This is an optimization exercise on Yosys and OpenROAD, whose aim is small area, a short achievable clock period and few clock cycles per item, not a production implementation. Where RTL was checked, it was by simulation tests only, not by an equivalence proof against the original. Only the layout flow was run in run 1; the RTL was not checked for function there. No activity file was given, so power comes from the tool's default toggle rates.

## flow/design.v (module list and top-level ports; edited modules follow where they fit)
// module prefix_gcell: 12 lines
// module prefix_pcell: 11 lines
// module prefix_invcell: 6 lines
// module prefix_xcell: 7 lines
// module prefix_pgcell: 10 lines
// module prefix_pg0cell: 11 lines
// module prefix_sumcell: 9 lines
// module prefix_slice_adder: 2326 lines
// module prefix_add_unit: 59 lines
module prefix_add_unit (
  input  logic         clk_i,
  input  logic         rst_i,
  input  logic         flush_i,
  input  logic         req_valid_i,
  output logic         req_ready_o,
  input  logic [255:0] req_a_i,
  input  logic [255:0] req_b_i,
  input  logic         req_sub_i,
  input  logic         req_cin_i,
  output logic         resp_valid_o,
  input  logic         resp_ready_i,
  output logic [255:0] resp_sum_o,
  output logic         resp_cout_o,
  output logic         resp_ovf_o,
  output logic         busy_o
);
  // ...
==> flow/flow/run.sh <==
#!/bin/bash
# Standard ORFS layout, except that the port buffers are the smallest
# buffer cell (buf_1) instead of the cell buffer_ports picks by default.
set -e
echo 'export BUFFER_PORTS_ARGS = -buffer_cell sky130_fd_sc_hd__buf_1' >> "$FLOW_CONFIG"
bash standard.sh > standard.log 2>&1
==> flow/standard.sh <==
#!/bin/bash
# synth_recipe.tcl (not shown) runs the flow's synth.tcl, then flattens the netlist and writes it again
# the make line also repeats each setting of config.mk as NAME=value (left out here)
make -C /OpenROAD-flow-scripts/flow DESIGN_CONFIG=/design/flow/config.mk WORK_HOME=/design/flow/orfs CLKGATE_MAP_FILE= SYNTH_SCRIPT=/design/flow/synth_recipe.tcl "${@:-finish}"
==> flow/config.mk <==
export PLATFORM = sky130hd
export DESIGN_NAME = prefix_add_unit
export DESIGN_NICKNAME = prefix_add_unit
export VERILOG_FILES = /design/flow/design.v
export SDC_FILE = /design/flow/constraint.sdc
export NUM_CORES = 4
export LEC_CHECK = 0
export CAP_MARGIN = 20
export CORE_ASPECT_RATIO = 0.33
export CORE_MARGIN = 2
export CORE_UTILIZATION = 45
export SETUP_SLACK_MARGIN = 1.6
export SLEW_MARGIN = 20
export SYNTH_HIERARCHICAL = 1
export SYNTH_MINIMUM_KEEP_SIZE = 0
export BUFFER_PORTS_ARGS = -buffer_cell sky130_fd_sc_hd__buf_1
==> flow/constraint.sdc <==
create_clock -name core_clock -period 5.5 [get_ports {clk_i}]
set_input_delay 1.1000 -clock core_clock [delete_from_list [all_inputs] [get_ports {clk_i}]]
set_output_delay 1.1000 -clock core_clock [all_outputs]
set_load 0.01 [all_outputs]
==> results.cfg, run 1 <==
[routing]
wl_per_cell_um = 19.1
drt_iter0_drc = 1289
drc = 0
dr_wl_met3_um = 4210
wl_um = 75800
drt-met1-wl_um = 32900

[critical_path]
critPathArrivalTime_ns = 4.30
path_buf_inv = 7
r2r_cells = 3
max_stage_delay_ns = 0.32
setup.worst_path.class = in2reg
cp-end-kind = flip-flop

[finish]
num-multi-input-gates = 1924
antenna_cells = 1
seq_cells = 259
fill_cells = 3686
buffer_area_share_pct = 15.1
top_register = sum_q
final_cell_mix = buf_1, xor2_1, nand2_1
seq-cell-share_pct = 24.0

[clocking]
tritoncts = built
numClockSinks = 259
postCtsSetupBuffers = 72
numCtsBuffers = 25

[logic_synthesis]
ys_seq_elements = 259
synth_edf_count = 258
syn-cell-area_um2 = 21400
synth-seq-area-share_pct = 36.3
synth_top_area_share_pct = 36.2
synth_ff_type = edfxtp_1

[timing]
fmax_mhz = 251
post-route-min-period_ns = 3.99
fin_crit_sh_pct = 72.5
hold_slack_ns = 0.657

[placement]
place_congestion = 0.943
port_buffers = 779
place_hpwl_um = 57400

[power_and_ir_drop]
switching_share_pct = 38.4
p_comb_share_pct = 49.7

[global_routing]
grt_util_met2_pct = 47.0
overflow = 0

[floorplanning]
die_w_um = 384

[outcome]
outcome = no timing/DRC/antenna violations
==> run 2, diff against run 1 <==
--- a/flow/design.v
+++ b/flow/design.v
@@ -89,18 +89,16 @@
   input  logic               cin,
   output logic [SLICE_W-1:0] sum,
   output logic               cout,
   output logic               c_msb    
 );
   logic [SLICE_W-1:0] x;
   logic [SLICE_W-1:0] gn;
   logic [SLICE_W-1:0] pn;
-  logic               subn;
-  logic [SLICE_W/16-1:0] subq;
   logic g_1_0;
   logic g_3_2;
   logic p_3_2;
   logic g_5_4;
   logic p_5_4;
   logic g_7_6;
   logic p_7_6;
   logic g_9_8;
@@ -1114,24 +1112,20 @@
   logic g_248_0;
   logic g_250_0;
   logic g_252_0;
   logic pi_254_254;
   logic g_254_0;
   for (genvar i = 0; i < SLICE_W; i++) begin : g_x
     prefix_xcell u_x (.a(a[i]), .b(b[i]), .x(x[i]));
   end
-  prefix_invcell u_subn (.a(sub), .y(subn));
-  for (genvar k = 0; k < SLICE_W / 16; k++) begin : g_sub
-    prefix_invcell u_sub (.a(subn), .y(subq[k]));
-  end
   for (genvar i = 1; i < SLICE_W; i++) begin : g_pg
-    prefix_pgcell u_pg (.a(a[i]), .x(x[i]), .sub(subq[i / 16]), .gn(gn[i]), .pn(pn[i]));
+    prefix_pgcell u_pg (.a(a[i]), .x(x[i]), .sub(sub), .gn(gn[i]), .pn(pn[i]));
   end
-  prefix_pg0cell u_pg0 (.a(a[0]), .x(x[0]), .sub(subq[0]), .cin(cin), .gn(gn[0]), .pn(pn[0]));
+  prefix_pg0cell u_pg0 (.a(a[0]), .x(x[0]), .sub(sub), .cin(cin), .gn(gn[0]), .pn(pn[0]));
   prefix_gcell #(.IH(1), .IL(1), .IO(0)) u_g_1_0 (.gh(gn[1]), .ph(pn[1]), .gl(gn[0]), .go(g_1_0));
   prefix_gcell #(.IH(1), .IL(1), .IO(0)) u_g_3_2 (.gh(gn[3]), .ph(pn[3]), .gl(gn[2]), .go(g_3_2));
   prefix_pcell #(.IA(1), .IB(1), .IO(0)) u_p_3_2 (.pa(pn[3]), .pb(pn[2]), .po(p_3_2));
   prefix_gcell #(.IH(1), .IL(1), .IO(0)) u_g_5_4 (.gh(gn[5]), .ph(pn[5]), .gl(gn[4]), .go(g_5_4));
   prefix_pcell #(.IA(1), .IB(1), .IO(0)) u_p_5_4 (.pa(pn[5]), .pb(pn[4]), .po(p_5_4));
   prefix_gcell #(.IH(1), .IL(1), .IO(0)) u_g_7_6 (.gh(gn[7]), .ph(pn[7]), .gl(gn[6]), .go(g_7_6));
   prefix_pcell #(.IA(1), .IB(1), .IO(0)) u_p_7_6 (.pa(pn[7]), .pb(pn[6]), .po(p_7_6));
   prefix_gcell #(.IH(1), .IL(1), .IO(0)) u_g_9_8 (.gh(gn[9]), .ph(pn[9]), .gl(gn[8]), .go(g_9_8));
==> flow/flow/run.sh (replaced) <==
#!/bin/bash
# Standard ORFS layout, except that the port buffers are the smallest
# buffer cell (buf_1) instead of the cell buffer_ports picks by default,
# and ABC sizes the gates for a light load (1 fF instead of the platform's
# 5 fF), leaving upsizing to the timing repair that follows placement.
set -e
echo 'export BUFFER_PORTS_ARGS = -buffer_cell sky130_fd_sc_hd__buf_1' >> "$FLOW_CONFIG"
bash standard.sh ABC_LOAD_IN_FF=1 finish > standard.log 2>&1
==> run 2 against run 1 <==
  * Still clean on timing, DRC and antenna
  * Flip-flop and latch count did not move
  * First-iteration DRC count rose by 1.8%
  * Design area fell by 15%
  * Via count fell by 4.0%
  * Clock-buffer cell count did not move
==> results.cfg, run 2 <==
[routing]
wl_per_cell_um = 19.0
wl_um = 72000
drtAntennaViolNets = 0
drt_iter0_drc = 1312
first_pass_iters = 5
num_vias = 19500
viasPerCell = 5.15
drc = 0

[global_routing]
antenna_found_initial = 3
busiest_layer = met2
grt_usage_pct = 28.4
grt_pass1_vias = 18200
grt_max_degree = 94
use_met1_pct = 40.4
grt_util_met2_pct = 46.2
overflow = 0
grt_use_met3_pct = 4.53
grt_pass1_wl_um = 103000

[power_and_ir_drop]
cellPowerDensity_nw_per_um2 = 291
ir_drop_mv = 0.164
p_total_uw = 8030
p_leak_uw = 0.0101

[critical_path]
critPathArrivalTime_ns = 4.20
cp-start-kind = input pin
required_ns = 5.80
r2r_cells = 3
worst-path-max-fanout = 12
cp-end-kind = flip-flop
setup.worst_path.class = in2reg

[floorplanning]
die-area_um2 = 47300
core-area_um2 = 44300
chipHeight_um = 126
ios = 780
rows = 44
start_util_pct = 46.1
die_w_um = 375

[timing]
final_hold_viol_count = 0
setup_viol = 0
hold_slack_ns = 0.655
setup_tns_ns = 0
rsz0062_at_grt = yes
worstMarginPinSlew_ns = 0.636
fin_skew_ns = 0.00804
relSlewSlack_pct = 57.6
fmax_mhz = 257
fin_crit_sh_pct = 70.9
fin_ws_ns = 1.60
post-route-min-period_ns = 3.90
final-max-slew-violation-count = 0

[logic_synthesis]
synthArstFlopShare_pct = 0
ys_seq_elements = 259
syn_area_per_cell_um2 = 8.82
synthTopCellsByArea = edfxtp_1, xor2_1, xnor2_1
synth_nets = 2832
synth_edf_count = 258
ys_warn_count = 7
yosysTopAreaCell = edfxtp_1
synth-seq-area-share_pct = 38.1
synth.most_common_cell = xor2_1
synth_ff_type = edfxtp_1
synth_common_cells = xor2_1, xnor2_1, nand2_1
syn-cell-area_um2 = 20400
synthCells = 2313
synth_cell_types = 17
synth_top_area_share_pct = 38.0

[clocking]
ctsHoldBuffers = 0
clock_latency_ns = 0.55
numClockSinks = 259
htreeDepth = 1
cts.clk_slew.worst_paths_ns = 0.07
numCtsBuffers = 25
clockBufferDepth = 3
tritoncts = built
cts-root-buf = clkbuf_16

[finish]
seq_area_um2 = 7770
final_cell_mix = buf_1, xor2_1, nand2_1
final_common_cell = buf_1
layout-drive-gt1-share_pct = 12.8
top_register = sum_q
multiInputGateArea_um2 = 14200
fill_cells = 3937
largest_register_ffs = 256
fin_nets = 3693
syn2layout_area_growth_pct = 35.6

[placement]
place_congestion = 0.946
place_hpwl_um = 57400
dp_slack_ns = 0.302
port_buffers = 779

[outcome]
outcome = no timing/DRC/antenna violations

[hold_path]
worstHoldPathType = reg2reg
hold_depth = 2

[job]
max_cap_violations = 0
run 2: cell count changes in the layout (fill, tap and decap cells not counted), moves of 41 or more:
cell / previous run / this run
a21oi_1: 0 / 119
a21boi_2: 69 / 9
a21oi_2: 130 / 34
nand2_1: 311 / 372
o21ai_1: 166 / 244
nor2_1: 97 / 170
nand2_2: 54 / 0
buf_4: 122 / 37
a21boi_1: 0 / 72
nor2_2: 61 / 20
o21ai_2: 82 / 36
xnor2_4: 73 / 7
run 2: timing repair:
action | CTS | global route
setup buffers | 8 | 10
gates cloned | 4 | 3
endpoints found under the setup margin | 162 | 100
gates resized for setup | 119 | 221
endpoints found under the hold margin | 0 | 0
pin swaps | 4 | 17
run 2: where the power goes:
group          switching [uW]  total [uW]  internal [uW]
Clock                     820        1790            970
Sequential               68.2        2690           2620
Combinational            2140        3560           1420
run 2: kinds of logic after synthesis:
| logic type | synth area share (%) |
|---|---|
| and+or+nand+nor | 10.7 |
| muxes | 0.0491 |
| buffers and inverters | 2.41 |
| DFF | 38.1 |
| AOI/OAI and AO/OA | 15.7 |
| xor gates and xnor gates | 33.0 |
run 2: through the flow:
step | instances | instance area, um^2 | util [%]
CTS | 3775 | 26200 | 59.2
finish | 3792 | 27700 | 62.5
global placement | 3720 | 24600 | 55.5
detailed placement | 3720 | 24600 | 55.5
floorplan | 2313 | 20600 | -
global route | 3791 | 27700 | 62.5
run 2: worst max-delay path, cell delays in order:
cell       delay, ns
clkbuf_16       0.18
buf_4           0.25
xnor2_1         0.35
nor2_1          0.10
a21oi_1         0.24
o21ai_2         0.18
a21oi_2         0.24
o21ai_1         0.12
a21oi_1         0.19
a21boi_4        0.34
o21bai_4        0.12
a21boi_2        0.22
o21bai_2        0.10
a21boi_1        0.19
inv_1           0.08
xor2_1          0.14
run 2: worst paths after layout:
check	startpoint	to	slack [ns]
setup / recovery	req_sub_i	ovf_q$_DFFE_PP_	1.60
hold / removal	valid_q$_SDFFE_PP0P_	valid_q$_SDFFE_PP0P_	0.65
setup reg to reg	valid_q$_SDFFE_PP0P_	sum_q[166]$_DFFE_PP_	3.53
hold reg to reg	valid_q$_SDFFE_PP0P_	valid_q$_SDFFE_PP0P_	0.65
run 2: cell type report:
type	count	area share (%)
Multi-Input combinational cell	1924	51.4
Antenna cell	4	0.0362
Clock buffer	27	2.29
Timing Repair Buffer	835	13.2
Tap cell	598	2.71
Inverter	129	1.75
Clock inverter	16	0.543
Sequential cell	259	28.1
run 2: Yosys stat by module (local to each module, per instance), a selection:
module           cells  flops+latches  cell area, um^2
prefix_pg0cell       2              0             18.8
prefix_pgcell        2              0             12.5
prefix_add_unit    267            259             7830
prefix_xcell         1              0             8.76
prefix_invcell       1              0             3.75
run 2: layer usage:
metal	vias to the layer above	part of all wire, %
li1	9514	-
met1	9350	46
met2	604	47
met3	68	6.0
met4	0	1.5
met5	-	0
Testbench counts of run 2, summed over its fixed seeds: cycles 1,288, items 1,280.

port drivers added, routing unchanged:
The results above use ideal ports. As a check the final layouts listed here were re-extracted and re-timed, cells and wires unchanged.
Step 1 sets driving cells, clkbuf_16 on the clock port and buf_2 on the other inputs (assumed; they add their load-dependent delay and slew).
Step 2 moves the port delays by t, midway between the first and last clock arrival at a register: inputs arrive t later, outputs are due t later. That takes back most of the time a late clock gives input paths.
Three values: ideal, step 1, step 2; two values: the first two.
| run | shift t [ns] | slack for setup (ns) | hold WS [ns] | pins driven straight from the clock port |
|---|---|---|---|---|
| run 1 | 0.623 | 1.511 / 1.530 / 0.906 | 0.657 / 0.657 / 0.657 | 1 |
| run 2 | 0.606 | 1.602 / 1.489 / 0.883 | 0.655 / 0.655 / 0.655 | 1 |
After both steps every run listed still meets setup and hold. The setup slack of run 2, which loses most, moves by -0.113 ns with the drivers and by -0.719 ns with both steps.
